This design comes from an exercise in tuning for small area on the open sky130 flow, not from production work.
Where RTL was checked, it was by simulation tests only, not by an equivalence proof against the original.
The RTL of runs 3 to 6 was laid out without a check of its function.
Power and IR drop assume default switching activity.

**flow/config.mk**
```make
export PLATFORM = sky130hd
export DESIGN_NAME = gpio_32_top
export DESIGN_NICKNAME = gpio_32_top
export VERILOG_FILES = /design/flow/design.v
export SDC_FILE = /design/flow/constraint.sdc
export NUM_CORES = 4
export LEC_CHECK = 0
export CAP_MARGIN = 20
export CORE_MARGIN = 2
export CORE_UTILIZATION = 60
export CTS_CLUSTER_DIAMETER = 50
export CTS_CLUSTER_SIZE = 24
export SLEW_MARGIN = 20
export SYNTH_HIERARCHICAL = 1
export SYNTH_MINIMUM_KEEP_SIZE = 0
```
**flow/constraint.sdc**
```tcl
create_clock -name core_clock -period 10.0 [get_ports {PCLK}]
set_input_delay 2.0000 -clock core_clock [delete_from_list [all_inputs] [get_ports {PCLK}]]
set_output_delay 2.0000 -clock core_clock [all_outputs]
set_load 0.01 [all_outputs]
```
**flow/design.v**
```verilog
package gpio_32_pkg;
  localparam int NUM_GPIO = 32;
  localparam int DB_CNT_W = 16;
  localparam logic [7:0] ADDR_GPIO_DIR     = 8'h00;
  localparam logic [7:0] ADDR_GPIO_OUT     = 8'h04;
  localparam logic [7:0] ADDR_GPIO_IN      = 8'h08;
  localparam logic [7:0] ADDR_INT_MASK     = 8'h0C;
  localparam logic [7:0] ADDR_INT_STATUS   = 8'h10;
  localparam logic [7:0] ADDR_INT_TYPE     = 8'h14;
  localparam logic [7:0] ADDR_INT_POLARITY = 8'h18;
  localparam logic [7:0] ADDR_DEBOUNCE_CFG = 8'h1C;
  function automatic logic addr_in_range(input logic [2:0] addr_hi);
    addr_in_range = (addr_hi == 3'b000);
  endfunction
endpackage
module gpio_g_nand (input logic a, b, output logic y);
  assign y = ~(a & b);
endmodule
module gpio_g_nor (input logic a, b, output logic y);
  assign y = ~(a | b);
endmodule
module gpio_g_inv (input logic a, output logic y);
  assign y = ~a;
endmodule
module gpio_g_xor_clr (input logic a, b, c, output logic y);
  assign y = ~(~(a ^ b) | c);
endmodule
module gpio_g_xnor_clr (input logic a, b, c, output logic y);
  assign y = ~((a ^ b) | c);
endmodule
module gpio_g_xor (input logic a, b, output logic y);
  assign y = a ^ b;
endmodule
module gpio_g_or (input logic a, b, output logic y);
  assign y = a | b;
endmodule
module gpio_g_andn (input logic a, b, output logic y);
  assign y = ~a & b;
endmodule
module gpio_g_maj (input logic a, b, c, output logic y);
  assign y = (a & b) | (c & (a | b));
endmodule
module gpio_debounce
(
  input  logic                PCLK,
  input  logic                PRESETn,
  input  logic                sync_en,
  input  logic                pin_raw,
  input  logic [gpio_32_pkg::DB_CNT_W-1:0] db_ntm,
  output logic                pin_stb,
  output logic                pin_chg
);
  localparam int W = gpio_32_pkg::DB_CNT_W;
  logic          meta_r;
  logic          sync_r;
  logic          stb_r;
  logic [W-1:0]  cnt_r;
  logic [W-1:0]  cnt_d;
  logic [W:0]    ge_s;     
  logic [W:0]    cy_s;     
  logic [W:0]    ncy_s;    
  logic          hit_s;
  logic          clr_s;
  logic          flip_s;
  logic          chg_r;
  gpio_g_or u_ge0 (.a(cnt_r[0]), .b(db_ntm[0]), .y(ge_s[1]));
  for (genvar i = 1; i < W; i++) begin : g_cmp
    gpio_g_maj u_maj (.a(cnt_r[i]), .b(ge_s[i]), .c(db_ntm[i]), .y(ge_s[i+1]));
  end
  assign hit_s = ge_s[W];
  gpio_g_nor u_b0 (.a(cnt_r[0]), .b(clr_s), .y(cnt_d[0]));
  assign cy_s[1] = cnt_r[0];
  for (genvar i = 1; i < W; i++) begin : g_inc
    if (i % 2 == 1) begin : g_odd
      gpio_g_xor_clr u_d (.a(cnt_r[i]), .b(cy_s[i]), .c(clr_s), .y(cnt_d[i]));
      if (i < W - 1) begin : g_c
        gpio_g_nand u_c (.a(cnt_r[i]), .b(cy_s[i]), .y(ncy_s[i+1]));
      end
    end else begin : g_even
      logic ncnt_s;
      gpio_g_xnor_clr u_d (.a(cnt_r[i]), .b(ncy_s[i]), .c(clr_s), .y(cnt_d[i]));
      gpio_g_inv u_n (.a(cnt_r[i]), .y(ncnt_s));
      gpio_g_nor u_c (.a(ncnt_s), .b(ncy_s[i]), .y(cy_s[i+1]));
    end
  end
  logic nsync_s;
  logic ndiff_s;
  logic stb_d;
  gpio_g_nand u_ns   (.a(sync_r), .b(sync_en), .y(nsync_s));
  gpio_g_xor  u_nd   (.a(nsync_s), .b(stb_r), .y(ndiff_s));
  gpio_g_or   u_clr  (.a(ndiff_s), .b(hit_s), .y(clr_s));
  gpio_g_andn u_flip (.a(ndiff_s), .b(hit_s), .y(flip_s));
  gpio_g_xor_clr u_stb (.a(stb_r), .b(flip_s), .c(PRESETn), .y(stb_d));
  always_ff @(posedge PCLK) begin
    meta_r <= pin_raw;
    sync_r <= meta_r;
    stb_r  <= stb_d;
    chg_r  <= flip_s;
    cnt_r  <= cnt_d;
  end
  assign pin_stb = stb_r;
  assign pin_chg = chg_r;
endmodule
module gpio_stat_bit
(
  input  logic st,
  input  logic in_lvl,
  input  logic in_chg,
  input  logic pol,
  input  logic typ,
  input  logic wdat,
  input  logic wclr,
  input  logic rst,
  output logic st_d
);
  logic evt;
  assign evt  = ~(in_lvl ^ pol) & (~typ | in_chg);
  assign st_d = ~rst & ((st & ~(wdat & wclr)) | evt);
endmodule
module gpio_rd_bit
(
  input  logic [7:0] sel,
  input  logic [7:0] dat,
  output logic       y
);
  assign y = |(sel & dat);
endmodule
module gpio_32_top
(
  input  logic                PCLK,
  input  logic                PRESETn,
  input  logic                PSEL,
  input  logic                PENABLE,
  input  logic                PWRITE,
  input  logic [7:0]          PADDR,
  input  logic [31:0]         PWDATA,
  output logic [31:0]         PRDATA,
  output logic                PREADY,
  output logic                PSLVERR,
  input  logic [gpio_32_pkg::NUM_GPIO-1:0] gpio_in_raw,
  output logic [gpio_32_pkg::NUM_GPIO-1:0] gpio_out,
  output logic [gpio_32_pkg::NUM_GPIO-1:0] gpio_oe,
  output logic                gpio_irq
);
  logic [31:0]         dir_r;
  logic [31:0]         out_r;
  logic [31:0]         mask_r;
  logic [31:0]         status_r;
  logic [31:0]         status_d;
  logic [31:0]         type_r;
  logic [31:0]         pol_r;
  logic [gpio_32_pkg::DB_CNT_W-1:0] db_cfg_r;
  logic [gpio_32_pkg::DB_CNT_W-1:0] db_ntm_s;
  logic                rst_d1_r;
  logic                rst_d2_r;
  logic                sync_en_s;
  logic [31:0]         stb_s;
  logic [31:0]         chg_s;
  logic [31:0]         wdata_s;
  logic [2:0]          idx_s;
  logic                in_range_s;
  logic                wr_en_s;
  logic                rd_en_s;
  logic [7:0]          sel_s;
  logic [7:0]          ld_s;
  logic [7:0]          rd_sel_s;
  assign idx_s      = PADDR[4:2];
  assign in_range_s = (PADDR[7:5] == 3'b000);
  assign wr_en_s    = PENABLE & PWRITE & in_range_s;
  assign rd_en_s    = PSEL & ~PWRITE & in_range_s;
  always_comb begin
    sel_s = 8'h00;
    sel_s[idx_s] = 1'b1;
  end
  assign ld_s     = {8{PRESETn}} | ({8{wr_en_s}} & sel_s);
  assign wdata_s  = PWDATA & {32{~PRESETn}};
  assign rd_sel_s = {8{rd_en_s}} & sel_s;
  always_ff @(posedge PCLK) begin
    rst_d1_r <= PRESETn;
    rst_d2_r <= rst_d1_r;
  end
  assign sync_en_s = ~(rst_d1_r | rst_d2_r);
  assign db_ntm_s = ~(db_cfg_r - {15'd0, (db_cfg_r != 16'd0)});
  for (genvar g = 0; g < gpio_32_pkg::NUM_GPIO; g++) begin : g_pin
    gpio_debounce u_db (
      .PCLK      (PCLK),
      .PRESETn   (PRESETn),
      .sync_en   (sync_en_s),
      .pin_raw   (gpio_in_raw[g]),
      .db_ntm    (db_ntm_s),
      .pin_stb   (stb_s[g]),
      .pin_chg   (chg_s[g])
    );
    gpio_stat_bit u_st (
      .st     (status_r[g]),
      .in_lvl (stb_s[g]),
      .in_chg (chg_s[g]),
      .pol    (pol_r[g]),
      .typ    (type_r[g]),
      .wdat   (PWDATA[g]),
      .wclr   (wr_en_s & sel_s[4]),
      .rst    (PRESETn),
      .st_d   (status_d[g])
    );
    gpio_rd_bit u_rd (
      .sel (rd_sel_s),
      .dat ({(g < 16) ? db_cfg_r[g % 16] : 1'b0, pol_r[g], type_r[g], status_r[g],
             mask_r[g], stb_s[g], out_r[g], dir_r[g]}),
      .y   (PRDATA[g])
    );
  end
  always_ff @(posedge PCLK) begin
    if (ld_s[0]) dir_r    <= wdata_s;
    if (ld_s[1]) out_r    <= wdata_s;
    if (ld_s[3]) mask_r   <= wdata_s;
    if (ld_s[5]) type_r   <= wdata_s;
    if (ld_s[6]) pol_r    <= wdata_s;
    if (ld_s[7]) db_cfg_r <= wdata_s[15:0];
    status_r <= status_d;
  end
  assign PREADY   = 1'b1;
  assign PSLVERR  = PSEL & PENABLE & ~in_range_s;
  assign gpio_out = out_r;
  assign gpio_oe  = dir_r;
  assign gpio_irq = |(status_r & mask_r);
endmodule
```
**flow/flow/run.sh**
```bash
#!/bin/bash
# Layout flow: the standard synthesis unchanged, then the standard
# ORFS layout with two changes:
#   - ports are buffered with the smallest buffer (buf_1) instead of the
#     default choice;
#   - after floorplan, combinational cells that synthesis upsized are set back
#     to their smallest drive strength (flip-flops are left as they are);
#     the later repair steps upsize again wherever slew, load or timing need it.
# Each step's full output goes to its own log file in this folder.
set -euo pipefail
here=$(pwd)
bash standard.sh synth > "$here/flow_synth.log" 2>&1
bash standard.sh \
  "BUFFER_PORTS_ARGS=-buffer_cell sky130_fd_sc_hd__buf_1" \
  "POST_FLOORPLAN_TCL=$here/flow/downsize.tcl" \
  finish > "$here/flow_layout.log" 2>&1
```
**flow/flow/downsize.tcl**
```tcl
# Set every combinational standard cell to the smallest drive strength of its
# family (same function and pins). Flip-flops keep the cell synthesis gave them.
set db [ord::get_db]
set block [[$db getChip] getBlock]
set n_swapped 0
set area_before 0.0
set area_after 0.0
foreach inst [$block getInsts] {
  set master [$inst getMaster]
  set name [$master getName]
  if {![regexp {^(sky130_fd_sc_hd__[a-z0-9]+)_([0-9]+)$} $name -> base size]} { continue }
  if {[regexp {df|dl|sdf|edf|tap|fill|decap|conb|clkbuf|clkinv|clkdly|dlygate|diode} $base]} { continue }
  set best ""
  set best_area 0
  foreach sz {0 1 2} {
    if {$sz >= $size} { break }
    set cand [$db findMaster "${base}_${sz}"]
    if {$cand eq "NULL" || $cand eq ""} { continue }
    set a [expr {[$cand getWidth] * [$cand getHeight]}]
    set cur [expr {[$master getWidth] * [$master getHeight]}]
    if {$a < $cur && ($best eq "" || $a <= $best_area)} {
      set best $cand
      set best_area $a
    }
  }
  if {$best ne ""} {
    set area_before [expr {$area_before + [$master getWidth] * [$master getHeight] / 1e6}]
    set area_after [expr {$area_after + $best_area / 1e6}]
    $inst swapMaster $best
    incr n_swapped
  }
}
puts "downsize: swapped $n_swapped instances, area $area_before -> $area_after um2"
```
**flow/standard.sh**
```bash
#!/bin/bash
# synth_recipe.tcl (not shown) runs the flow's synth.tcl, then flattens the netlist and writes it again
# the make line also repeats each setting of config.mk as NAME=value (left out here)
make -C /OpenROAD-flow-scripts/flow DESIGN_CONFIG=/design/flow/config.mk WORK_HOME=/design/flow/orfs CLKGATE_MAP_FILE= SYNTH_SCRIPT=/design/flow/synth_recipe.tcl "${@:-finish}"
```
==> results of run 1 <==
==> cell families after synthesis <==
| logic type | Yosys count | share of synthesized area |
|---|---|---|
| flip-flops | 850 | 0.497 |
| multiplexers | 1 | 0.000265 |
| AO/OA/AOI/OAI | 184 | 0.0376 |
| other | 2 | 0.000199 |
| adder cells (fa/ha/maj) | 485 | 0.145 |
| buffers and inverters | 234 | 0.0233 |
| AND/OR/NAND/NOR | 1337 | 0.160 |
| XOR/XNOR | 590 | 0.137 |
==> stage by stage <==
step	power (W)	hold WS [ns]	setup WS, ns	instances	util
after floorplan	0.00398	0.310	2.67	3698	-
after global placement	0.00418	0.310	1.24	4756	0.628
after detailed placement	0.00420	0.312	1.09	4756	0.628
after CTS	0.00750	0.325	1.02	4914	0.675
after global routing	0.00767	0.329	0.782	4915	0.675
final	0.00745	0.326	1.05	4915	0.675
==> final timing paths <==
check,to,slack [ns],cells past startpoint
worst min-delay path,g_pin[15].u_db.sync_r$_DFF_P_,0.33,0
worst max register to register,g_pin[11].u_db.cnt_r[2]$_DFF_P_,1.05,24
worst min register to register,g_pin[15].u_db.sync_r$_DFF_P_,0.33,0
worst max-delay path,g_pin[11].u_db.cnt_r[2]$_DFF_P_,1.05,24
==> state kept, by name, summed over array words and instances, names as in the netlist, 16 cells and up <==
register and count:
g_pin.u_db.cnt_r 512, dir_r 32, g_pin.u_db.chg_r 32, g_pin.u_db.meta_r 32, g_pin.u_db.stb_r 32, g_pin.u_db.sync_r 32, mask_r 32, out_r 32
pol_r 32, status_r 32, type_r 32, db_cfg_r 16
==> Yosys stat by module (local to each module, per instance) <==
module | cells | cell area, um2 | flops+latches | times used
gpio_32_top | 355 | 6960 | 210 | 1
gpio_debounce | 20 | 400 | 20 | 32
gpio_g_andn | 1 | 13.8 | 0 | 32
gpio_g_inv | 1 | 3.75 | 0 | 224
gpio_g_maj | 1 | 11.3 | 0 | 480
gpio_g_nand | 1 | 3.75 | 0 | 256
gpio_g_nor | 1 | 3.75 | 0 | 256
gpio_g_or | 1 | 6.26 | 0 | 64
gpio_g_xnor_clr | 2 | 12.5 | 0 | 224
gpio_g_xor | 1 | 8.76 | 0 | 32
gpio_g_xor_clr | 2 | 12.5 | 0 | 288
gpio_rd_bit | 5 | 36.3 | 0 | 32
gpio_stat_bit | 5 | 36.3 | 0 | 32
==> layout make-up <==
cell class / instances / area (um2)
multi-input cells: 2614 / 17600
well taps: 846 / 1060
clock inverters: 59 / 642
diodes: 1 / 2.50
clock buffers: 99 / 2330
flip-flops and latches: 850 / 18800
inverters: 229 / 860
fillers: 4948 / 20300
repair buffers: 217 / 987
==> routing by layer <==
metal / part of all wire / wire length (um)
met1: 0.43 / 41600
met2: 0.47 / 45200
met5: 0.00082 / 80
met3: 0.070 / 6760
met4: 0.035 / 3410
==> where the power goes <==
group | internal [W] | switching [W]
sequential | 0.00360 | 0.0000806
combinational | 0.000129 | 0.000316
clock | 0.00182 | 0.00150
total | 0.00555 | 0.00189
==> worst register-to-register path, stage by stage (launching register included) <==
cell	delay, ns
edfxtp_1	0.54
nor4_1	0.45
buf_4	0.22
nand4_1	0.07
or2_1	0.23
ha_2	0.19
ha_2	0.64
buf_4	0.40
maj3_1	0.38
maj3_1	0.35
maj3_1	0.36
maj3_1	0.36
maj3_1	0.37
maj3_1	0.37
maj3_1	0.37
maj3_1	0.36
maj3_1	0.37
maj3_1	0.36
maj3_1	0.35
maj3_1	0.36
maj3_1	0.37
maj3_1	0.37
maj3_1	0.37
or2_1	0.45
nor2_1	0.21
==> cell usage in the layout (no fill, tap or decap), types with 3 or more instances in the layout <==
| cell | synthesis | layout |
|---|---|---|
| clkbuf_16 | 0 | 91 |
| clkinvlp_4 | 0 | 5 |
| buf_4 | 1 | 45 |
| nor2_1 | 782 | 775 |
| clkinv_8 | 0 | 11 |
| or2_1 | 65 | 65 |
| nand2b_1 | 33 | 33 |
| o32ai_1 | 32 | 32 |
| clkbuf_1 | 4 | 6 |
| nand4_1 | 40 | 40 |
| inv_6 | 0 | 12 |
| clkinv_2 | 0 | 8 |
| xnor2_2 | 0 | 3 |
| nand2_1 | 261 | 261 |
| and2_0 | 32 | 32 |
| nor3_1 | 4 | 4 |
| nand3_1 | 4 | 4 |
| clkinv_4 | 0 | 5 |
| edfxtp_1 | 176 | 176 |
| inv_8 | 0 | 12 |
| ha_1 | 5 | 3 |
| maj3_1 | 0 | 480 |
| xor2_1 | 298 | 288 |
| conb_1 | 2 | 17 |
| clkinv_1 | 0 | 3 |
| bufinv_16 | 0 | 3 |
| dfxtp_1 | 674 | 674 |
| buf_1 | 0 | 171 |
| and2b_1 | 8 | 8 |
| nor2_4 | 0 | 7 |
| a22oi_1 | 144 | 144 |
| xor2_4 | 0 | 10 |
| inv_1 | 229 | 229 |
| nor2b_1 | 58 | 90 |
| xnor2_1 | 292 | 289 |
| o21bai_4 | 0 | 3 |
| nor4_1 | 2 | 3 |
==> results.txt, run 1 <==
run status no timing/DRC/antenna violations; GR Util met3 0.0637; worst endpoint required time 10.56 ns; Post-DP HPWL 63.2 mm; Initial Util 0.604; DRT Wirelength 97.1 mm; io pins 176; Seq cells post-synth 850; setup TNS 0 ns; leakage 13.1 nW; Syn Std Cell Area 0.0378 mm2; HP Start g_pin[15].u_db.meta_r$_DFF_P_; CP max FO 23; Die H 255 um; Fmax 0.112 GHz; drt wl/cell 19.8 um; CP peak stage delay 0.64 ns; Final setup viols 0; CP Buf/Inv Count 2; row cnt 92; max cap viols 0; largest net degree at the start of global routing 69; Worst Setup End Kind flop; Yosys top cell area share 0.357; EDFF count, synth 176; CTS buffer count 84; register area share after synthesis 0.497; Pre-antenna DRT Iters 5; vias post-DR 26600; critical path type reg -> reg; initial antenna violation count 5; Final GP Congestion 0.859; Syn-to-layout area delta 11.9%; Die Wd 255 um; CP max stage cell ha_2; fin crit period 8.95 ns; post-cts sizing count 0; CTS clk-pin slew, worst paths 0.08 ns; Post-synth top flop dfxtp_1; clock buffer depth 3; share of post-route cells with drive strength above 1 0.0556; arrival time at the worst endpoint 9.51 ns; Post-CTS Hold Fix Bufs 0; gr busiest metal met2; synth warn 8; DRT iter0 DRCs 1621; Async SR Flop Fraction 0; crit path launch db_cfg_r[9]$_DFFE_PP_; RSZ-0062 raised after global routing false; cell area after layout 0.0423 mm2; CTS Root Cell clkbuf_16; DRC Markers 0; post-route ant nets 0; count leader, synth nor2_1; Worst-Skew Late Latency 0.64 ns; Core Area 0.0626 mm2; PortBufs 172; crit start category flop; cell mode on critical path maj3_1; vias in the first global route 26200; Congestion Overflow GR 0; Vias/cell 5.41; Pwr Density 176 mW/mm2; postcts setup bufs 0; # nets final 4078; post-synthesis cell count 3683; synth top area cells dfxtp_1, maj3_2, edfxtp_1; met2 usage in global routing 0.491; placed cell area 0.0393 mm2; Yosys cell types 41; met1 Use GR 0.385; most frequent cells after synthesis nor2_1, dfxtp_1, maj3_2, xor2_1, xnor2_1; Slew HR 0.301; worst-margin pin slew 1.05 ns; CTS tree done; Mapped Avg Cell Area 10.3 um2; Die ar. 0.0650 mm2; Top Family by Delay on Critical Path adder cells; Hold Vio Cnt, Final 0; Clock Sink Count 850; leading area contributor after synthesis dfxtp_1; fin. max-slew vios 0; Layout Skew 0.0190 ns; Final Cycle Share 0.895; worst reg2reg startpoint db_cfg_r[9]$_DFFE_PP_; first-pass GRT wire length 147 mm; H-tree levels 3; GRT Total Usage 0.297; worst vdd ir 134 uV; crit-path cells nor4_1 > buf_4 > nand4_1 > or2_1 > ha_2 > ha_2 > buf_4 > maj3_1 > maj3_1 > maj3_1 > maj3_1 > maj3_1 > maj3_1 > maj3_1 > maj3_1 > maj3_1 > maj3_1 > maj3_1 > maj3_1 > maj3_1 > maj3_1 > maj3_1 > or2_1 > nor2_1; Hold Path Class reg -> reg
==> run 2, diff against run 1 <==
--- a/flow/config.mk
+++ b/flow/config.mk
@@ -9,6 +9,6 @@
 export CORE_MARGIN = 2
 export CORE_UTILIZATION = 60
-export CTS_CLUSTER_DIAMETER = 50
-export CTS_CLUSTER_SIZE = 24
+export CTS_CLUSTER_DIAMETER = 60
+export CTS_CLUSTER_SIZE = 30
 export SLEW_MARGIN = 20
 export SYNTH_HIERARCHICAL = 1
==> run 2 against run 1 <==
Against the previous run:
- first-iteration DRC count rose by 10%
- clock power fell by 25%
- final cell count fell by 1.2%
- critical path depth did not move
- synthesized cell count did not move
- setup slack got worse by 0.013 ns
- critical endpoint is now g_pin[11].u_db.cnt_r[13]$_DFF_P_
- register-to-register slack barely moved
- cell area fell by 2.5%
- maximum frequency fell by 0.14%
- highest routed layer is now met4
- sequential share of layout area rose by 1.1 points
==> results.txt, run 2 <==
run status no timing/DRC/antenna violations; CTS Root Cell clkbuf_16; Yosys cell types 41; fin. max-slew vios 0; CTS clk-pin slew, worst paths 0.10 ns; CP Buf/Inv Count 2; Yosys top cell area share 0.357; max reg flops 512; Pre-antenna DRT Iters 5; CTS buffer count 53; synth warn 8; Die Wd 255 um; Worst Hold Depth 0; Congestion Overflow GR 0; Hold Vio Cnt, Final 0; post-route ant nets 0; RSZ-0062 raised after global routing false; # nets final 4047; leading area contributor after synthesis dfxtp_1; leakage 12.6 nW; worst endpoint required time 10.57 ns; postcts setup bufs 0; Worst-Skew Late Latency 0.64 ns; Non-Filler Instances 4854; crit start category flop; register area share after synthesis 0.497; initial antenna violation count 6; Layout Skew 0.0328 ns; Seq cells post-synth 850; Fmax 0.112 GHz; Final Cycle Share 0.896; worst reg2reg startpoint db_cfg_r[8]$_DFFE_PP_; Die ar. 0.0650 mm2; setup TNS 0 ns; worst vdd ir 156 uV; Largest Register g_pin.u_db.cnt_r; terminus of the critical flop-to-flop path g_pin[11].u_db.cnt_r[13]$_DFF_P_; reg2reg path depth 24; DRT iter0 DRCs 1788; EDFF count, synth 176; CP peak stage delay 0.64 ns; Hold Path Class reg -> reg; first-pass GRT wire length 146 mm; PortBufs 172; arrival time at the worst endpoint 9.53 ns; Pwr Density 160 mW/mm2; setup slack, reg-to-reg 1.04 ns; io pins 176; Die H 255 um; post-synthesis cell count 3683; vias in the first global route 25800; Hold EP g_pin[4].u_db.sync_r$_DFF_P_; vias post-DR 26300; Worst Setup End Kind flop; max cap viols 0; Vias/cell 5.41; synth top area cells dfxtp_1, maj3_2, edfxtp_1; DRC Markers 0; CTS tree done; CP max stage cell ha_2; Async SR Flop Fraction 0; critical path type reg -> reg; most frequent cells in the layout nor2_1, dfxtp_1, maj3_1, xnor2_1, xor2_1; largest net degree at the start of global routing 69; Final GP Congestion 0.859; row cnt 92; Post-DP HPWL 63.2 mm; crit-path cells nor4_1 > buf_4 > nand4_1 > or2_1 > ha_2 > ha_2 > buf_4 > maj3_1 > maj3_1 > maj3_1 > maj3_1 > maj3_1 > maj3_1 > maj3_1 > maj3_1 > maj3_1 > maj3_1 > maj3_1 > maj3_1 > maj3_1 > maj3_1 > maj3_1 > or2_1 > nor2_1; clock buffer depth 3; Initial Util 0.604; Slew HR 0.282; Top Family by Delay on Critical Path adder cells; cell mode on critical path maj3_1; Clock Sink Count 850; most common cell after layout, fill and taps aside nor2_1; H-tree levels 2; most frequent cells after synthesis nor2_1, dfxtp_1, maj3_2, xor2_1, xnor2_1; Post-synth top flop dfxtp_1; Syn-to-layout area delta 9.07%; GRT Total Usage 0.294; Syn Std Cell Area 0.0378 mm2; Mapped Avg Cell Area 10.3 um2; CP max FO 23; DRT Wirelength 96.2 mm; fin crit period 8.96 ns; drt wl/cell 19.8 um; worst-margin pin slew 1.08 ns; post-cts sizing count 0; Post-CTS Hold Fix Bufs 0; HP Start g_pin[4].u_db.meta_r$_DFF_P_; Final setup viols 0; Cells after DPL 4756; share of post-route cells with drive strength above 1 0.0427; Core Area 0.0626 mm2; count leader, synth nor2_1
-- run 2: cell count changes in the layout (fill, tap and decap cells not counted), moves of 4 or more --
cell        delta
clkbuf_1       -5
clkbuf_16     -37
clkinv_2       -6
clkinvlp_4     -5
inv_12         +6
inv_6          -4
inv_8          -8
-- run 2: kinds of logic after synthesis --
kind of cell	count (synthesis)	share of synthesized area
and+or+nand+nor	1337	0.160
DFF	850	0.497
xor gates and xnor gates	590	0.137
adders and majority gates	485	0.145
buffers and inverters	234	0.0233
AOI/OAI and AO/OA	184	0.0376
other	2	0.000199
muxes	1	0.000265
-- run 2: how the worst max path moves through the flow --
| stage | startpoint | to | slack, ns | depth (start not counted) |
|---|---|---|---|---|
| 4_1_cts | db_cfg_r[9]$_DFFE_PP_ | g_pin[11].u_db.cnt_r[8]$_DFF_P_ | 1.04 | 24 |
| 6_report | db_cfg_r[8]$_DFFE_PP_ | g_pin[11].u_db.cnt_r[13]$_DFF_P_ | 1.04 | 24 |
| 3_3_place_gp | db_cfg_r[9]$_DFFE_PP_ | g_pin[0].u_db.cnt_r[1]$_DFF_P_ | 1.24 | 24 |
| 5_1_grt | db_cfg_r[9]$_DFFE_PP_ | g_pin[11].u_db.cnt_r[1]$_DFF_P_ | 0.79 | 24 |
| 2_1_floorplan | db_cfg_r[9]$_DFFE_PP_ | g_pin[0].u_db.cnt_r[0]$_DFF_P_ | 2.67 | 22 |
| 3_5_place_dp | db_cfg_r[9]$_DFFE_PP_ | g_pin[11].u_db.cnt_r[8]$_DFF_P_ | 1.09 | 24 |
-- run 2: area by class of cell --
type | instances | area, um2
Tap cell | 846 | 1060
Fill cell | 5071 | 21400
Clock buffer | 55 | 1360
Sequential cell | 850 | 18800
Antenna cell | 1 | 2.50
Clock inverter | 42 | 559
Inverter | 229 | 860
Multi-Input combinational cell | 2614 | 17600
Timing Repair Buffer | 217 | 987
-- run 2: metal layers --
layer / vias up / share of wire / GRT usage
met3: 183 / 0.070 / 0.0547
met1: 12700 / 0.43 / 0.387
met5: - / 0 / 0
met4: 0 / 0.033 / 0.0952
li1: 12700 / - / -
met2: 697 / 0.47 / 0.490
-- run 2: per-module statistics from Yosys, one instance, submodules excluded, a selection --
module	copies in the design	flops+latches
gpio_32_top	1	210
gpio_debounce	32	20
gpio_stat_bit	32	0
gpio_g_xor_clr	288	0
gpio_g_maj	480	0
gpio_g_xor	32	0
gpio_g_or	64	0
gpio_g_nand	256	0
gpio_g_nor	256	0
gpio_g_inv	224	0
-- run 2: through the flow --
stage	utilization	total power [W]	area, um2	hold slack (ns)	worst slack, ns
CTS	0.658	0.00665	41200	0.315	1.04
finish	0.658	0.00660	41200	0.315	1.04
floorplan	-	0.00398	37900	0.310	2.67
global route	0.658	0.00681	41200	0.307	0.788
global placement	0.628	0.00418	39300	0.310	1.24
detailed placement	0.628	0.00420	39300	0.312	1.09
-- run 2: power breakdown --
part / leakage (nW) / internal [W] / total (W) / switching [W]
combinational: 4.49 / 0.000129 / 0.000445 / 0.000315
sequential: 7.16 / 0.00360 / 0.00368 / 0.0000798
clock: 0.930 / 0.00115 / 0.00248 / 0.00133
==> run 3, diff against run 2 <==
--- a/flow/design.v
+++ b/flow/design.v
@@ -20,7 +20,4 @@
   assign y = ~(a | b);
 endmodule
-module gpio_g_inv (input logic a, output logic y);
-  assign y = ~a;
-endmodule
 module gpio_g_xor_clr (input logic a, b, c, output logic y);
   assign y = ~(~(a ^ b) | c);
@@ -78,8 +75,6 @@
       end
     end else begin : g_even
-      logic ncnt_s;
       gpio_g_xnor_clr u_d (.a(cnt_r[i]), .b(ncy_s[i]), .c(clr_s), .y(cnt_d[i]));
-      gpio_g_inv u_n (.a(cnt_r[i]), .y(ncnt_s));
-      gpio_g_nor u_c (.a(ncnt_s), .b(ncy_s[i]), .y(cy_s[i+1]));
+      gpio_g_andn u_c (.a(ncy_s[i]), .b(cnt_r[i]), .y(cy_s[i+1]));
     end
   end
@@ -118,8 +113,16 @@
   assign st_d = ~rst & ((st & ~(wdat & wclr)) | evt);
 endmodule
-module gpio_rd_bit
+module gpio_rd8
 (
   input  logic [7:0] sel,
   input  logic [7:0] dat,
+  output logic       y
+);
+  assign y = |(sel & dat);
+endmodule
+module gpio_rd7
+(
+  input  logic [6:0] sel,
+  input  logic [6:0] dat,
   output logic       y
 );
@@ -203,10 +206,18 @@
       .st_d   (status_d[g])
     );
-    gpio_rd_bit u_rd (
-      .sel (rd_sel_s),
-      .dat ({(g < 16) ? db_cfg_r[g % 16] : 1'b0, pol_r[g], type_r[g], status_r[g],
-             mask_r[g], stb_s[g], out_r[g], dir_r[g]}),
-      .y   (PRDATA[g])
-    );
+    if (g < gpio_32_pkg::DB_CNT_W) begin : g_rd8
+      gpio_rd8 u_rd (
+        .sel (rd_sel_s),
+        .dat ({db_cfg_r[g % gpio_32_pkg::DB_CNT_W], pol_r[g], type_r[g], status_r[g],
+               mask_r[g], stb_s[g], out_r[g], dir_r[g]}),
+        .y   (PRDATA[g])
+      );
+    end else begin : g_rd7
+      gpio_rd7 u_rd (
+        .sel (rd_sel_s[6:0]),
+        .dat ({pol_r[g], type_r[g], status_r[g], mask_r[g], stb_s[g], out_r[g], dir_r[g]}),
+        .y   (PRDATA[g])
+      );
+    end
   end
   always_ff @(posedge PCLK) begin
==> run 3 against run 2 <==
Against the previous run:
- combinational power shrank 1%
- still clean
- register-to-register slack gained 0.21 ns
- largest power group unchanged
- sequential share of layout area grew 0.35 points
- total power grew 1.7%
- clock skew grew 0.0027 ns
- global-route usage shrank 1.3 points
- cell area shrank 0.75%
- die area grew 3.4%
- setup slack gained 0.21 ns
==> results.txt, run 3 <==
first-pass GRT wire length 143 mm; Worst Hold Depth 0; Final setup viols 0; Vias/cell 5.45; Clock Sink Count 850; most frequent cells after synthesis dfxtp_1, nor2_1, maj3_2, xor2_1, xnor2_1; Die H 259 um; Yosys top cell area share 0.345; Congestion Overflow GR 0; share of post-route cells with drive strength above 1 0.0461; CTS Root Cell clkbuf_16; row cnt 93; fin crit period 8.75 ns; Post-DP HPWL 60.7 mm; worst reg2reg startpoint db_cfg_r[11]$_DFFE_PP_; H-tree levels 2; Met1 Routed Length 41.4 mm; worst endpoint required time 10.59 ns; crit start category flop; max cap viols 0; count leader, synth dfxtp_1; synth warn 8; DRT iter0 DRCs 1686; reg2reg path depth 23; CP max FO 23; most common cell after layout, fill and taps aside dfxtp_1; Pwr Density 164 mW/mm2; initial antenna violation count 6; leading area contributor after synthesis dfxtp_1; Post-synth top flop dfxtp_1; Post-CTS Hold Fix Bufs 0; Initial Util 0.606; Cells after DPL 4502; clock buffer depth 3; Slew HR 0.292; Worst-Skew Late Latency 0.66 ns; run status no timing/DRC/antenna violations; Final GP Congestion 0.800; Final Cycle Share 0.875; Hold Vio Cnt, Final 0; Mapped Avg Cell Area 11.4 um2; Die Wd 259 um; drt wl/cell 20.7 um; arrival time at the worst endpoint 9.34 ns; Core Util, Final 0.635; critical path type reg -> reg; largest net degree at the start of global routing 70; Largest Register g_pin.u_db.cnt_r; setup TNS 0 ns; Hold EP g_pin[11].u_db.sync_r$_DFF_P_; ANT cells 0; Die ar. 0.0672 mm2; post-route ant nets 0; synth top area cells dfxtp_1, maj3_2, edfxtp_1; post-cts sizing count 0; met2 wire length 44.5 mm; CTS clk-pin slew, worst paths 0.10 ns; post-synthesis cell count 3442; setup slack, reg-to-reg 1.25 ns; Hold Path Class reg -> reg; CTS buffer count 54; DR top layer met5; max reg flops 512; met3 wire length 6.21 mm; worst-margin pin slew 1.06 ns; fin. max-slew vios 0; DRT Wirelength 95.2 mm; Fmax 0.114 GHz; EDFF count, synth 176; HP Start g_pin[11].u_db.meta_r$_DFF_P_; register area share after synthesis 0.480; Syn Std Cell Area 0.0391 mm2; PortBufs 172; Async SR Flop Fraction 0; vias post-DR 25100; CTS tree done; Core Area 0.0645 mm2; Syn-to-layout area delta 4.65%; # nets final 3786; io pins 176; DRC Markers 0; Non-Filler Instances 4605; DP Worst Slack 1.25 ns; leakage 12.6 nW; Pre-antenna DRT Iters 5; Yosys cell types 42; Seq cells post-synth 850; postcts setup bufs 0; terminus of the critical flop-to-flop path g_pin[20].u_db.cnt_r[10]$_DFF_P_; RSZ-0062 raised after global routing false; final setup margin 1.25 ns; Worst Setup End Kind flop; most frequent cells in the layout dfxtp_1, nor2_1, maj3_1, nor2b_1, xnor2_1; GRT Total Usage 0.281; worst vdd ir 186 uV; vias in the first global route 24700; Layout Skew 0.0355 ns
run 3: cell count changes after synthesis, sizes merged:
cell,before,now
inv,229,5
nor2,782,558
nor2b,90,314
a22oi,144,112
a222oi,0,16
nand3,4,20
nand4,40,24
conb,2,1
run 3: power breakdown:
group          internal, W  leakage, nW  switching [W]
logic             0.000128         4.45       0.000312
registers          0.00360         7.16      0.0000844
clock network      0.00121        0.992        0.00138
run 3: final cells by class:
cell class,instances,area (um2)
inverter,5,18.8
clock inverter,41,574
clock buffer,61,1460
tap,855,1070
timing repair buffer,211,962
multi-input combinational,2582,18000
sequential,850,18800
fill,5207,23600
run 3: cell families after synthesis:
logic type	Yosys count	synth area share
adder cells (fa/ha/maj)	485	0.140
XOR/XNOR	590	0.132
other	1	0.0000959
AND/OR/NAND/NOR	1337	0.212
flip-flops	850	0.480
multiplexers	1	0.000256
buffers and inverters	10	0.00106
AO/OA/AOI/OAI	168	0.0343
run 3: per-layer routing:
layer	vias up	global-route usage
met5	-	0
met4	6	0.0963
met3	179	0.0427
met2	654	0.469
met1	12100	0.373
li1	12100	-
run 3: worst max-delay path by stage:
stage                            from                          endpoint  slack [ns]  depth (start not counted)
6_report       db_cfg_r[11]$_DFFE_PP_  g_pin[20].u_db.cnt_r[10]$_DFF_P_        1.25                         23
5_1_grt        db_cfg_r[11]$_DFFE_PP_   g_pin[25].u_db.cnt_r[2]$_DFF_P_        0.81                         23
4_1_cts        db_cfg_r[11]$_DFFE_PP_  g_pin[20].u_db.cnt_r[10]$_DFF_P_        1.19                         23
3_5_place_dp   db_cfg_r[11]$_DFFE_PP_  g_pin[28].u_db.cnt_r[13]$_DFF_P_        1.25                         23
3_3_place_gp   db_cfg_r[11]$_DFFE_PP_  g_pin[20].u_db.cnt_r[10]$_DFF_P_        1.31                         23
2_1_floorplan   db_cfg_r[9]$_DFFE_PP_    g_pin[0].u_db.cnt_r[0]$_DFF_P_        2.67                         22
run 3: worst max-delay path: stages (launching register included):
cell and delay (ns):
edfxtp_1 0.58, nor4_1 0.47, nand4_1 0.15, or2_1 0.23, ha_2 0.18, ha_2 0.61
buf_4 0.37, maj3_1 0.37, maj3_1 0.35, maj3_1 0.36, maj3_1 0.36, maj3_1 0.36
maj3_1 0.38, maj3_1 0.38, maj3_1 0.37, maj3_1 0.37, maj3_1 0.38, maj3_1 0.36
maj3_1 0.35, maj3_1 0.35, maj3_1 0.35, maj3_1 0.35, or2_1 0.44, nor2_1 0.18
run 3: modules after synthesis (local to each module, per instance), a selection:
module | cells | cell area, um2 | flip-flops and latches | copies in the design
gpio_32_top | 354 | 6960 | 210 | 1
gpio_debounce | 20 | 400 | 20 | 32
gpio_stat_bit | 5 | 36.3 | 0 | 32
gpio_rd8 | 5 | 36.3 | 0 | 16
gpio_rd7 | 4 | 30.0 | 0 | 16
gpio_g_xor_clr | 2 | 12.5 | 0 | 288
gpio_g_maj | 1 | 11.3 | 0 | 480
gpio_g_or | 1 | 6.26 | 0 | 64
gpio_g_nor | 1 | 3.75 | 0 | 32
run 3: per-stage QoR:
stage,cell area (um2),hold slack [ns],power (W)
4_1_cts,40900,0.318,0.00676
2_1_floorplan,39100,0.310,0.00398
3_5_place_dp,38800,0.312,0.00420
6_report,40900,0.317,0.00671
3_3_place_gp,38800,0.312,0.00419
5_1_grt,40900,0.319,0.00692
==> run 4, diff against run 3 <==
--- a/flow/flow/run.sh
+++ b/flow/flow/run.sh
@@ -4,4 +4,5 @@
 #   - ports are buffered with the smallest buffer (buf_1) instead of the
 #     default choice;
+#   - clock tree synthesis inserts no dummy loads (clkload cells);
 #   - after floorplan, combinational cells that synthesis upsized are set back
 #     to their smallest drive strength (flip-flops are left as they are);
@@ -14,3 +15,4 @@
   "BUFFER_PORTS_ARGS=-buffer_cell sky130_fd_sc_hd__buf_1" \
   "POST_FLOORPLAN_TCL=$here/flow/downsize.tcl" \
+  "CTS_ARGS=-sink_clustering_enable -repair_clock_nets -sink_clustering_size 30 -sink_clustering_max_diameter 60 -dont_use_dummy_load" \
   finish > "$here/flow_layout.log" 2>&1
--- a/flow/config.mk
+++ b/flow/config.mk
@@ -6,10 +6,10 @@
 export NUM_CORES = 4
 export LEC_CHECK = 0
-export CAP_MARGIN = 20
+export CAP_MARGIN = 10
 export CORE_MARGIN = 2
-export CORE_UTILIZATION = 60
+export CORE_UTILIZATION = 70
 export CTS_CLUSTER_DIAMETER = 60
 export CTS_CLUSTER_SIZE = 30
-export SLEW_MARGIN = 20
+export SLEW_MARGIN = 10
 export SYNTH_HIERARCHICAL = 1
 export SYNTH_MINIMUM_KEEP_SIZE = 0
==> run 4 against run 3 <==
Against the previous run:
- still clean
- synthesized area unchanged
- clock power down 25%
- clock skew up 0.015 ns
- first-iteration DRC count up 5.5%
- final cell count down 3.5%
- critical path type unchanged
==> results.txt, run 4 <==
first-pass GRT wire length 140 mm; vias in the first global route 25300; FILL cells 4184; crit start category flop; Syn Std Cell Area 0.0391 mm2; CP max FO 32; HP Start g_pin[12].u_db.meta_r$_DFF_P_; Pwr Density 152 mW/mm2; largest net degree at the start of global routing 87; worst-margin pin slew 1.30 ns; ANT cells 0; GRT Total Usage 0.316; worst vdd ir 171 uV; row cnt 86; CTS tree done; Post-synth top flop dfxtp_1; leakage 12.2 nW; leading area contributor after synthesis dfxtp_1; Die H 240 um; post-route ant nets 0; RSZ-0062 raised after global routing false; Final setup viols 0; Yosys top cell area share 0.345; critical path type reg -> reg; CTS buffer count 49; max reg flops 512; Pre-antenna DRT Iters 5; post-synthesis cell count 3442; Fmax 0.115 GHz; Final GP Congestion 0.840; Seq cells post-synth 850; fin crit period 8.68 ns; Congestion Overflow GR 0; Yosys cell types 42; max cap viols 0; Worst Hold Depth 0; worst endpoint required time 10.54 ns; Hold Path Class reg -> reg; terminus of the critical flop-to-flop path g_pin[27].u_db.cnt_r[13]$_DFF_P_; DRT iter0 DRCs 1779; Post-CTS Hold Fix Bufs 0; DRT Wirelength 91.4 mm; Vias/cell 5.71; Core Area 0.0552 mm2; setup slack, reg-to-reg 1.32 ns; arrival time at the worst endpoint 9.22 ns; synth top area cells dfxtp_1, maj3_2, edfxtp_1; Core Util, Final 0.723; vias post-DR 25400; Initial Util 0.708; register area share after synthesis 0.480; drt wl/cell 20.6 um; clock buffer depth 3; worst reg2reg startpoint db_cfg_r[11]$_DFFE_PP_; CTS Root Cell clkbuf_16; Hold Vio Cnt, Final 0; PortBufs 172; Hold EP g_pin[12].u_db.sync_r$_DFF_P_; Post-DP HPWL 60.2 mm; share of post-route cells with drive strength above 1 0.0319; Die ar. 0.0578 mm2; Clock Sink Count 850; Worst-Skew Late Latency 0.63 ns; Slew HR 0.129; setup TNS 0 ns; reg2reg path depth 22; fin. max-slew vios 0; count leader, synth dfxtp_1; Mapped Avg Cell Area 11.4 um2; initial antenna violation count 4; synth warn 8; Async SR Flop Fraction 0; DRC Markers 0; io pins 176; most common cell after layout, fill and taps aside dfxtp_1; Tot Pwr 0.00605 W; # nets final 3779; run status no timing/DRC/antenna violations; most frequent cells in the layout dfxtp_1, nor2_1, maj3_1, nor2b_1, xnor2_1; most frequent cells after synthesis dfxtp_1, nor2_1, maj3_2, xor2_1, xnor2_1; CTS clk-pin slew, worst paths 0.11 ns; H-tree levels 2; Worst Setup End Kind flop; Layout Skew 0.0509 ns; EDFF count, synth 176; Final Cycle Share 0.868; Syn-to-layout area delta 2.09%; post-cts sizing count 0; Die Wd 240 um; postcts setup bufs 0; Largest Register g_pin.u_db.cnt_r
-- run 4: stage by stage --
stage / cell area [um2] / cells / hold WS [ns] / setup WS (ns)
6_report: 39900 / 4443 / 0.319 / 1.32
5_1_grt: 39900 / 4443 / 0.329 / 0.989
4_1_cts: 39900 / 4443 / 0.324 / 1.34
3_5_place_dp: 38700 / 4394 / 0.312 / 1.36
3_3_place_gp: 38700 / 4394 / 0.311 / 1.56
2_1_floorplan: 39100 / 3442 / 0.310 / 2.67
-- run 4: worst max path at each step --
stage,startpoint,to,slack [ns],depth (start not counted)
after floorplan,db_cfg_r[9]$_DFFE_PP_,g_pin[0].u_db.cnt_r[0]$_DFF_P_,2.67,22
after global placement,db_cfg_r[13]$_DFFE_PP_,g_pin[2].u_db.cnt_r[9]$_DFF_P_,1.56,22
after detailed placement,db_cfg_r[13]$_DFFE_PP_,g_pin[10].u_db.cnt_r[5]$_DFF_P_,1.36,22
after CTS,db_cfg_r[11]$_DFFE_PP_,g_pin[10].u_db.cnt_r[5]$_DFF_P_,1.34,22
after global routing,db_cfg_r[11]$_DFFE_PP_,g_pin[26].u_db.cnt_r[14]$_DFF_P_,0.99,22
final,db_cfg_r[11]$_DFFE_PP_,g_pin[27].u_db.cnt_r[13]$_DFF_P_,1.32,22
-- run 4: kinds of logic (layout without fill, tap and decap cells) --
| logic type | count (synthesis) | count (layout) | share of synthesized area |
|---|---|---|---|
| AO/OA/AOI/OAI | 168 | 168 | 0.0343 |
| flip-flops | 850 | 850 | 0.480 |
| other | 1 | 1 | 0.0000959 |
| buffers and inverters | 10 | 263 | 0.00106 |
| AND/OR/NAND/NOR | 1337 | 1337 | 0.212 |
| XOR/XNOR | 590 | 590 | 0.132 |
| multiplexers | 1 | 1 | 0.000256 |
| adder cells (fa/ha/maj) | 485 | 485 | 0.140 |
-- run 4: worst max-delay path, stage by stage (launching register included) --
cell and delay (ns):
edfxtp_1 0.57, nor4_1 0.51, nand4_1 0.15, or2_1 0.24
ha_2 0.61, or2_1 0.38, maj3_1 0.37, maj3_1 0.37
maj3_1 0.36, maj3_1 0.36, maj3_1 0.36, maj3_1 0.36
maj3_1 0.35, maj3_1 0.36, maj3_1 0.39, maj3_1 0.36
maj3_1 0.36, maj3_1 0.36, maj3_1 0.35, maj3_1 0.37
maj3_1 0.39, or2_1 0.45, nor2_1 0.19
-- run 4: layout make-up --
type / instances / area (um2) / share of cell area
Clock buffer: 49 / 1230 / 0.0307
Tap cell: 748 / 936 / 0.0235
Multi-Input combinational cell: 2582 / 18000 / 0.452
Timing Repair Buffer: 209 / 927 / 0.0232
Sequential cell: 850 / 18800 / 0.471
Inverter: 5 / 18.8 / 0.000470
-- run 4: Yosys stat by module, one instance, submodules excluded, excerpt --
module / copies in the design / cells
gpio_debounce: 32 / 20
gpio_g_nand: 256 / 1
gpio_g_xor: 32 / 1
gpio_32_top: 1 / 354
gpio_g_maj: 480 / 1
gpio_g_nor: 32 / 1
gpio_rd7: 16 / 4
gpio_g_andn: 256 / 1
gpio_g_xor_clr: 288 / 2
-- run 4: per-layer routing --
layer | vias to the layer above | global-route usage | wire length, um
li1 | 12100 | - | -
met1 | 12400 | 0.407 | 38600
met2 | 783 | 0.536 | 42800
met3 | 172 | 0.0586 | 6930
met4 | 8 | 0.109 | 2980
met5 | - | 0 | 54
-- run 4: report_power, final --
group	internal [W]	total [W]	switching, W
combinational	0.000125	0.000424	0.000298
clock	0.000870	0.00194	0.00107
sequential	0.00360	0.00368	0.0000856
==> run 5, diff against run 4 <==
--- a/flow/design.v
+++ b/flow/design.v
@@ -17,4 +17,10 @@
   assign y = ~(a & b);
 endmodule
+module gpio_g_and (input logic a, b, output logic y);
+  assign y = a & b;
+endmodule
+module gpio_g_nor3 (input logic a, b, c, output logic y);
+  assign y = ~(a | b | c);
+endmodule
 module gpio_g_nor (input logic a, b, output logic y);
   assign y = ~(a | b);
@@ -22,7 +28,4 @@
 module gpio_g_xor_clr (input logic a, b, c, output logic y);
   assign y = ~(~(a ^ b) | c);
-endmodule
-module gpio_g_xnor_clr (input logic a, b, c, output logic y);
-  assign y = ~((a ^ b) | c);
 endmodule
 module gpio_g_xor (input logic a, b, output logic y);
@@ -55,6 +58,5 @@
   logic [W-1:0]  cnt_d;
   logic [W:0]    ge_s;     
-  logic [W:0]    cy_s;     
-  logic [W:0]    ncy_s;    
+  logic [W-1:0]  cy_s;     
   logic          hit_s;
   logic          clr_s;
@@ -68,15 +70,11 @@
   gpio_g_nor u_b0 (.a(cnt_r[0]), .b(clr_s), .y(cnt_d[0]));
   assign cy_s[1] = cnt_r[0];
-  for (genvar i = 1; i < W; i++) begin : g_inc
-    if (i % 2 == 1) begin : g_odd
-      gpio_g_xor_clr u_d (.a(cnt_r[i]), .b(cy_s[i]), .c(clr_s), .y(cnt_d[i]));
-      if (i < W - 1) begin : g_c
-        gpio_g_nand u_c (.a(cnt_r[i]), .b(cy_s[i]), .y(ncy_s[i+1]));
-      end
-    end else begin : g_even
-      gpio_g_xnor_clr u_d (.a(cnt_r[i]), .b(ncy_s[i]), .c(clr_s), .y(cnt_d[i]));
-      gpio_g_andn u_c (.a(ncy_s[i]), .b(cnt_r[i]), .y(cy_s[i+1]));
-    end
-  end
+  for (genvar i = 1; i < W - 1; i++) begin : g_inc
+    logic nor_s;
+    gpio_g_and  u_c (.a(cnt_r[i]), .b(cy_s[i]), .y(cy_s[i+1]));
+    gpio_g_nor  u_o (.a(cnt_r[i]), .b(cy_s[i]), .y(nor_s));
+    gpio_g_nor3 u_d (.a(nor_s), .b(cy_s[i+1]), .c(clr_s), .y(cnt_d[i]));
+  end
+  gpio_g_xor_clr u_bw (.a(cnt_r[W-1]), .b(cy_s[W-1]), .c(clr_s), .y(cnt_d[W-1]));
   logic nsync_s;
   logic ndiff_s;
--- a/flow/config.mk
+++ b/flow/config.mk
@@ -8,5 +8,5 @@
 export CAP_MARGIN = 10
 export CORE_MARGIN = 2
-export CORE_UTILIZATION = 70
+export CORE_UTILIZATION = 80
 export CTS_CLUSTER_DIAMETER = 60
 export CTS_CLUSTER_SIZE = 30
==> run 5 against run 4 <==
Against the previous run:
- clock skew down 0.0012 ns
- cell area down 3.3%
- register-to-register slack worse by 0.36 ns
- utilization up 8.7 points
- critical endpoint is now g_pin[0].u_db.cnt_r[14]$_DFF_P_
- synthesized area down 1.4%
==> results.txt, run 5 <==
max cap viols 0; first-pass GRT wire length 139 mm; Hold Path Class reg -> reg; Largest Register g_pin.u_db.cnt_r; # nets final 3775; crit start category flop; DRC Markers 0; Initial Util 0.809; Hold EP g_pin[12].u_db.sync_r$_DFF_P_; GRT Total Usage 0.359; CTS tree done; DP Worst Slack 1.02 ns; Async SR Flop Fraction 0; Congestion Overflow GR 0; Final GP Congestion 0.872; Final setup viols 0; CTS buffer count 47; Hold Vio Cnt, Final 0; setup TNS 0 ns; CP max FO 32; HP Start g_pin[12].u_db.meta_r$_DFF_P_; row cnt 80; Core Util, Final 0.810; most frequent cells in the layout dfxtp_1, nor2_1, maj3_1, nor3_1, and2_1; DRT iter0 DRCs 2607; worst vdd ir 139 uV; RSZ-0062 raised after global routing false; Final Cycle Share 0.904; Die ar. 0.0499 mm2; count leader, synth dfxtp_1; register area share after synthesis 0.487; worst-margin pin slew 1.38 ns; drt wl/cell 21.1 um; Worst Hold Depth 0; Slew HR 0.0763; postcts setup bufs 0; fin. max-slew vios 0; synth warn 8; initial antenna violation count 8; CTS Root Cell clkbuf_16; most frequent cells after synthesis dfxtp_1, nor2_1, maj3_2, and2_1, nor3_2; final setup margin 0.960 ns; Die Wd 223 um; H-tree levels 2; Die H 223 um; run status no timing/DRC/antenna violations; Syn-to-layout area delta 0.110%; Post-DP HPWL 60.6 mm; most common cell after layout, fill and taps aside dfxtp_1; post-cts sizing count 0; Core Area 0.0476 mm2; Yosys cell types 42; synth top area cells dfxtp_1, maj3_2, edfxtp_1; leakage 12.8 nW; arrival time at the worst endpoint 9.53 ns; max reg flops 512; leading area contributor after synthesis dfxtp_1; Post-CTS Hold Fix Bufs 0; io pins 176; Tot Pwr 0.00599 W; share of post-route cells with drive strength above 1 0.0309; Post-synth top flop dfxtp_1; Pwr Density 155 mW/mm2; reg2reg path depth 22; setup slack, reg-to-reg 0.96 ns; Syn Std Cell Area 0.0385 mm2; Pre-antenna DRT Iters 5; worst reg2reg startpoint db_cfg_r[9]$_DFFE_PP_; vias in the first global route 26400; Clock Sink Count 850; Layout Skew 0.0496 ns; terminus of the critical flop-to-flop path g_pin[0].u_db.cnt_r[14]$_DFF_P_; Yosys top cell area share 0.350; post-route ant nets 0; Mapped Avg Cell Area 11.2 um2; CTS clk-pin slew, worst paths 0.09 ns; clock buffer depth 3; Vias/cell 6.20; Fmax 0.111 GHz; fin crit period 9.04 ns; largest net degree at the start of global routing 74; vias post-DR 26700; PortBufs 172; worst endpoint required time 10.49 ns; Worst-Skew Late Latency 0.63 ns; Worst Setup End Kind flop; EDFF count, synth 176; DRT Wirelength 90.8 mm; critical path type reg -> reg; Seq cells post-synth 850; post-synthesis cell count 3442
run 5: cell type report:
| cell class | count | area, um2 |
|---|---|---|
| Antenna cell | 5 | 12.5 |
| Clock buffer | 47 | 1180 |
| Fill cell | 3021 | 9070 |
| Inverter | 5 | 18.8 |
| Multi-Input combinational cell | 2582 | 16900 |
| Sequential cell | 850 | 18800 |
| Tap cell | 615 | 769 |
| Timing Repair Buffer | 207 | 912 |
run 5: critical path: stages (launching register included):
cell and delay [ns]:
edfxtp_1 0.55, nor4_1 0.78, nand4_1 0.14, or2_1 0.25
ha_2 0.18, ha_2 0.68, maj3_1 0.54, maj3_1 0.37
maj3_1 0.37, maj3_1 0.38, maj3_1 0.37, maj3_1 0.37
maj3_1 0.37, maj3_1 0.36, maj3_1 0.37, maj3_1 0.36
maj3_1 0.35, maj3_1 0.35, maj3_1 0.35, maj3_1 0.35
maj3_1 0.38, or2_1 0.46, nor3_1 0.22
run 5: through the flow:
| stage | hold WS (ns) | cells | cell area (um2) |
|---|---|---|---|
| 2_1_floorplan | 0.310 | 3442 | 38500 |
| 3_3_place_gp | 0.310 | 4259 | 37400 |
| 3_5_place_dp | 0.312 | 4259 | 37400 |
| 4_1_cts | 0.312 | 4306 | 38600 |
| 5_1_grt | 0.312 | 4309 | 38600 |
| 6_report | 0.313 | 4311 | 38600 |
run 5: worst max-delay path by stage:
| stage | slack, ns | endpoint | depth (start not counted) | from |
|---|---|---|---|---|
| 2_1_floorplan | 2.53 | g_pin[0].u_db.cnt_r[10]$_DFF_P_ | 22 | db_cfg_r[9]$_DFFE_PP_ |
| 3_3_place_gp | 1.25 | g_pin[27].u_db.cnt_r[1]$_DFF_P_ | 22 | db_cfg_r[9]$_DFFE_PP_ |
| 3_5_place_dp | 1.02 | g_pin[7].u_db.cnt_r[5]$_DFF_P_ | 22 | db_cfg_r[9]$_DFFE_PP_ |
| 4_1_cts | 0.98 | g_pin[9].u_db.cnt_r[13]$_DFF_P_ | 22 | db_cfg_r[9]$_DFFE_PP_ |
| 5_1_grt | 0.65 | g_pin[22].u_db.cnt_r[1]$_DFF_P_ | 22 | db_cfg_r[9]$_DFFE_PP_ |
| 6_report | 0.96 | g_pin[0].u_db.cnt_r[14]$_DFF_P_ | 22 | db_cfg_r[9]$_DFFE_PP_ |
run 5: cell families after synthesis:
kind of cell,Yosys count,synth area share
AOI/OAI and AO/OA,168,0.0348
muxes,1,0.000260
buffers and inverters,10,0.00107
adders and majority gates,485,0.142
other,1,0.0000973
and+or+nand+nor,1785,0.302
xor gates and xnor gates,142,0.0323
DFF,850,0.487
run 5: power by group:
| group | total, W | switching, W | leakage [nW] | internal (W) |
|---|---|---|---|---|
| Clock | 0.00188 | 0.00105 | 0.579 | 0.000836 |
| Combinational | 0.000422 | 0.000298 | 5.09 | 0.000124 |
| Sequential | 0.00368 | 0.0000828 | 7.16 | 0.00360 |
| Total | 0.00599 | 0.00143 | 12.8 | 0.00456 |
run 5: routing by layer:
layer  share of wire  up-vias  wire length [um]  global-route usage
li1                -    12600                 -                   -
met1            0.38    12800             34700               0.430
met4           0.059        4              5320               0.199
met5         0.00017        -                15                   0
met3           0.085      342              7700              0.0732
met2            0.47     1057             43000               0.608
run 5: Yosys stat by module, one instance, submodules excluded:
module,flops+latches,copies in the design,cells
gpio_32_top,210,1,354
gpio_debounce,20,32,20
gpio_rd8,0,16,5
gpio_stat_bit,0,32,5
gpio_rd7,0,16,4
gpio_g_andn,0,32,1
gpio_g_xor_clr,0,64,2
gpio_g_maj,0,480,1
gpio_g_nor3,0,448,1
gpio_g_xor,0,32,1
gpio_g_and,0,448,1
gpio_g_or,0,64,1
gpio_g_nand,0,32,1
gpio_g_nor,0,480,1
==> run 6, diff against run 5 <==
--- a/flow/config.mk
+++ b/flow/config.mk
@@ -8,5 +8,5 @@
 export CAP_MARGIN = 10
 export CORE_MARGIN = 2
-export CORE_UTILIZATION = 80
+export CORE_UTILIZATION = 70
 export CTS_CLUSTER_DIAMETER = 60
 export CTS_CLUSTER_SIZE = 30
==> run 6 against run 5 <==
Against the previous run:
- clock-buffer cell count up 1
- clock skew up 0.022 ns
- sequential power about the same
- hold slack worse by 0.0026 ns
- global-route usage down 4.1 points
- setup slack better by 0.36 ns
- die area up 14%
- critical path type unchanged
- still clean on timing, DRC and antenna
- largest cell class unchanged
==> results.txt, run 6 <==
ANT cells 0; Final Cycle Share 0.868; arrival time at the worst endpoint 9.21 ns; io pins 176; Syn Std Cell Area 0.0385 mm2; DRT iter0 DRCs 2086; Layout Skew 0.0716 ns; Initial Util 0.712; crit-path cells nor4_1 > nand4_1 > or2_1 > ha_2 > ha_2 > buf_4 > maj3_1 > maj3_1 > maj3_1 > maj3_1 > maj3_1 > maj3_1 > maj3_1 > maj3_1 > maj3_1 > maj3_1 > maj3_1 > maj3_1 > maj3_1 > maj3_1 > maj3_1 > or2_1 > nor3_1; Seq cells post-synth 850; Post-DP HPWL 60.5 mm; post-route ant nets 0; crit path launch db_cfg_r[11]$_DFFE_PP_; Tot Pwr 0.00602 W; Final GP Congestion 0.837; H-tree levels 2; setup TNS 0 ns; Hold Vio Cnt, Final 0; critical path type reg -> reg; Congestion Overflow GR 0; DP Worst Slack 1.40 ns; row cnt 85; Post-CTS Hold Fix Bufs 0; Worst-Skew Late Latency 0.64 ns; postcts setup bufs 0; # nets final 3776; Core Area 0.0541 mm2; share of post-route cells with drive strength above 1 0.0311; Final setup viols 0; fin. max-slew vios 0; worst vdd ir 157 uV; synth warn 8; Slew HR 0.0883; Die Wd 239 um; Post-synth top flop dfxtp_1; CP peak stage delay 0.59 ns; Mapped Avg Cell Area 11.2 um2; fin crit period 8.68 ns; Pre-antenna DRT Iters 6; Yosys cell types 42; CTS tree done; cell mode on critical path maj3_1; CP Buf/Inv Count 1; initial antenna violation count 5; Yosys top cell area share 0.350; register area share after synthesis 0.487; CP max stage cell edfxtp_1; run status no timing/DRC/antenna violations; vias post-DR 26400; CTS Root Cell clkbuf_16; worst reg2reg startpoint db_cfg_r[11]$_DFFE_PP_; Fmax 0.115 GHz; leakage 12.8 nW; most frequent cells after synthesis dfxtp_1, nor2_1, maj3_2, and2_1, nor3_2; largest net degree at the start of global routing 57; CP max FO 25; Clock Sink Count 850; Vias/cell 6.02; worst endpoint required time 10.53 ns; Die H 239 um; EDFF count, synth 176; CTS clk-pin slew, worst paths 0.10 ns; clock buffer depth 3; FILL cells 3997; leading area contributor after synthesis dfxtp_1; reg2reg path depth 23; vias in the first global route 25500; Hold EP g_pin[16].u_db.sync_r$_DFF_P_; Syn-to-layout area delta 0.390%; max reg flops 512; Worst Setup End Kind flop; DRC Markers 0; worst-margin pin slew 1.36 ns; most frequent cells in the layout dfxtp_1, nor2_1, maj3_1, nor3_1, and2_1; synth top area cells dfxtp_1, maj3_2, edfxtp_1; PortBufs 172; post-synthesis cell count 3442; first-pass GRT wire length 140 mm; GRT Total Usage 0.318; DRT Wirelength 91.6 mm; Hold Path Class reg -> reg; setup slack, reg-to-reg 1.32 ns; post-cts sizing count 0; final setup margin 1.32 ns; CTS buffer count 48; Die ar. 0.0569 mm2; Pwr Density 156 mW/mm2; terminus of the critical flop-to-flop path g_pin[22].u_db.cnt_r[10]$_DFF_P_; Largest Register g_pin.u_db.cnt_r; Worst Hold Depth 0; Async SR Flop Fraction 0; most common cell after layout, fill and taps aside dfxtp_1; HP Start g_pin[16].u_db.meta_r$_DFF_P_; drt wl/cell 20.9 um; cell area after layout 0.0387 mm2; crit start category flop; RSZ-0062 raised after global routing false; placed cell area 0.0375 mm2; max cap viols 0; count leader, synth dfxtp_1; Top Family by Delay on Critical Path adder cells
run 6: cell counts after synthesis:
No cell type changed its count.
run 6: Yosys stat by module, one instance, submodules excluded:
module          area, um2  times used  cells
gpio_debounce         400          32     20
gpio_g_maj           11.3         480      1
gpio_g_xor           8.76          32      1
gpio_32_top          6960           1    354
gpio_g_nand          3.75          32      1
gpio_rd7             30.0          16      4
gpio_rd8             36.3          16      5
gpio_stat_bit        36.3          32      5
gpio_g_nor3          10.0         448      1
gpio_g_xor_clr       12.5          64      2
gpio_g_nor           3.75         480      1
gpio_g_andn          13.8          32      1
gpio_g_or            6.26          64      1
gpio_g_and           6.26         448      1
run 6: report_power, final:
part / total, W / switching, W / internal (W)
Combinational: 0.000429 / 0.000305 / 0.000124
Sequential: 0.00368 / 0.0000842 / 0.00360
Clock: 0.00191 / 0.00105 / 0.000853
run 6: through the flow:
step	hold WS [ns]	utilization	std cells
3_3_place_gp	0.311	0.692	4340
2_1_floorplan	0.310	-	3442
6_report	0.311	0.715	4388
4_1_cts	0.312	0.715	4388
3_5_place_dp	0.313	0.692	4340
5_1_grt	0.316	0.715	4388
run 6: logic make-up (layout without fill, tap and decap cells):
group | after synthesis | after routing | share of synthesized area
AO/OA/AOI/OAI | 168 | 168 | 0.0348
XOR/XNOR | 142 | 142 | 0.0323
adder cells (fa/ha/maj) | 485 | 485 | 0.142
buffers and inverters | 10 | 260 | 0.00107
flip-flops | 850 | 850 | 0.487
multiplexers | 1 | 1 | 0.000260
other | 1 | 1 | 0.0000973
AND/OR/NAND/NOR | 1785 | 1785 | 0.302
run 6: per-layer routing:
metal  up-vias  routed length [um]  track usage
li1      12600                   -            -
met1     12700               38300        0.413
met2       875               42800        0.536
met3       202                6990       0.0576
met4         8                3460        0.113
met5         -                  55            0
run 6: final cells by class:
type	count	area (um2)	area share
multi-input combinational	2582	16900	0.437
tap	696	871	0.0225
timing repair buffer	207	912	0.0236
clock buffer	48	1200	0.0311
inverter	5	18.8	0.000485
sequential	850	18800	0.485
run 6: worst max-delay path by stage:
stage / cells after the start / slack (ns) / end
2_1_floorplan: 22 / 2.53 / g_pin[0].u_db.cnt_r[10]$_DFF_P_
3_3_place_gp: 23 / 1.56 / g_pin[22].u_db.cnt_r[1]$_DFF_P_
5_1_grt: 23 / 0.98 / g_pin[20].u_db.cnt_r[5]$_DFF_P_
4_1_cts: 23 / 1.34 / g_pin[20].u_db.cnt_r[6]$_DFF_P_
6_report: 23 / 1.32 / g_pin[22].u_db.cnt_r[10]$_DFF_P_
3_5_place_dp: 23 / 1.40 / g_pin[20].u_db.cnt_r[6]$_DFF_P_
run 6: worst register-to-register path, stage by stage (launching register included):
cell and delay, ns:
edfxtp_1 0.59, nor4_1 0.45, nand4_1 0.13, or2_1 0.23
ha_2 0.20, ha_2 0.40, buf_4 0.37, maj3_1 0.46
maj3_1 0.37, maj3_1 0.36, maj3_1 0.37, maj3_1 0.37
maj3_1 0.37, maj3_1 0.36, maj3_1 0.36, maj3_1 0.37
maj3_1 0.37, maj3_1 0.37, maj3_1 0.36, maj3_1 0.36
maj3_1 0.36, maj3_1 0.37, or2_1 0.43, nor3_1 0.22

static timing again, ports no longer ideal:
No port has a modelled driver above. Below, the same layouts with a new extraction and two added sets of constraints.
Step 1 sets driving cells, clkbuf_16 on the clock port and buf_2 on the other inputs (assumed; they add their load-dependent delay and slew).
Step 2 adds t to the input delays and takes it off the output delays; t is the mean of the earliest and latest rising clock arrival at the registers after step 1. Input paths then give back, and output paths get back, about the clock's delay inside the block.
a / b / c = ideal / step 1 / step 2; a / b = the first two.
run | shift t [ns] | setup WS [ns] | latest minus earliest clock arrival (ns)
run 1 | 0.697 | 1.052 / 1.052 / 1.052 | 0.019 / 0.019
run 2 | 0.690 | 1.040 / 1.040 / 1.040 | 0.037 / 0.037
run 3 | 0.714 | 1.245 / 1.245 / 1.245 | 0.038 / 0.037
run 4 | 0.669 | 1.320 / 1.320 / 1.320 | 0.050 / 0.051
run 5 | 0.664 | 0.960 / 0.960 / 0.960 | 0.050 / 0.051
run 6 | 0.665 | 1.317 / 1.317 / 1.317 | 0.073 / 0.073
After both steps setup and hold are still met in every run listed.
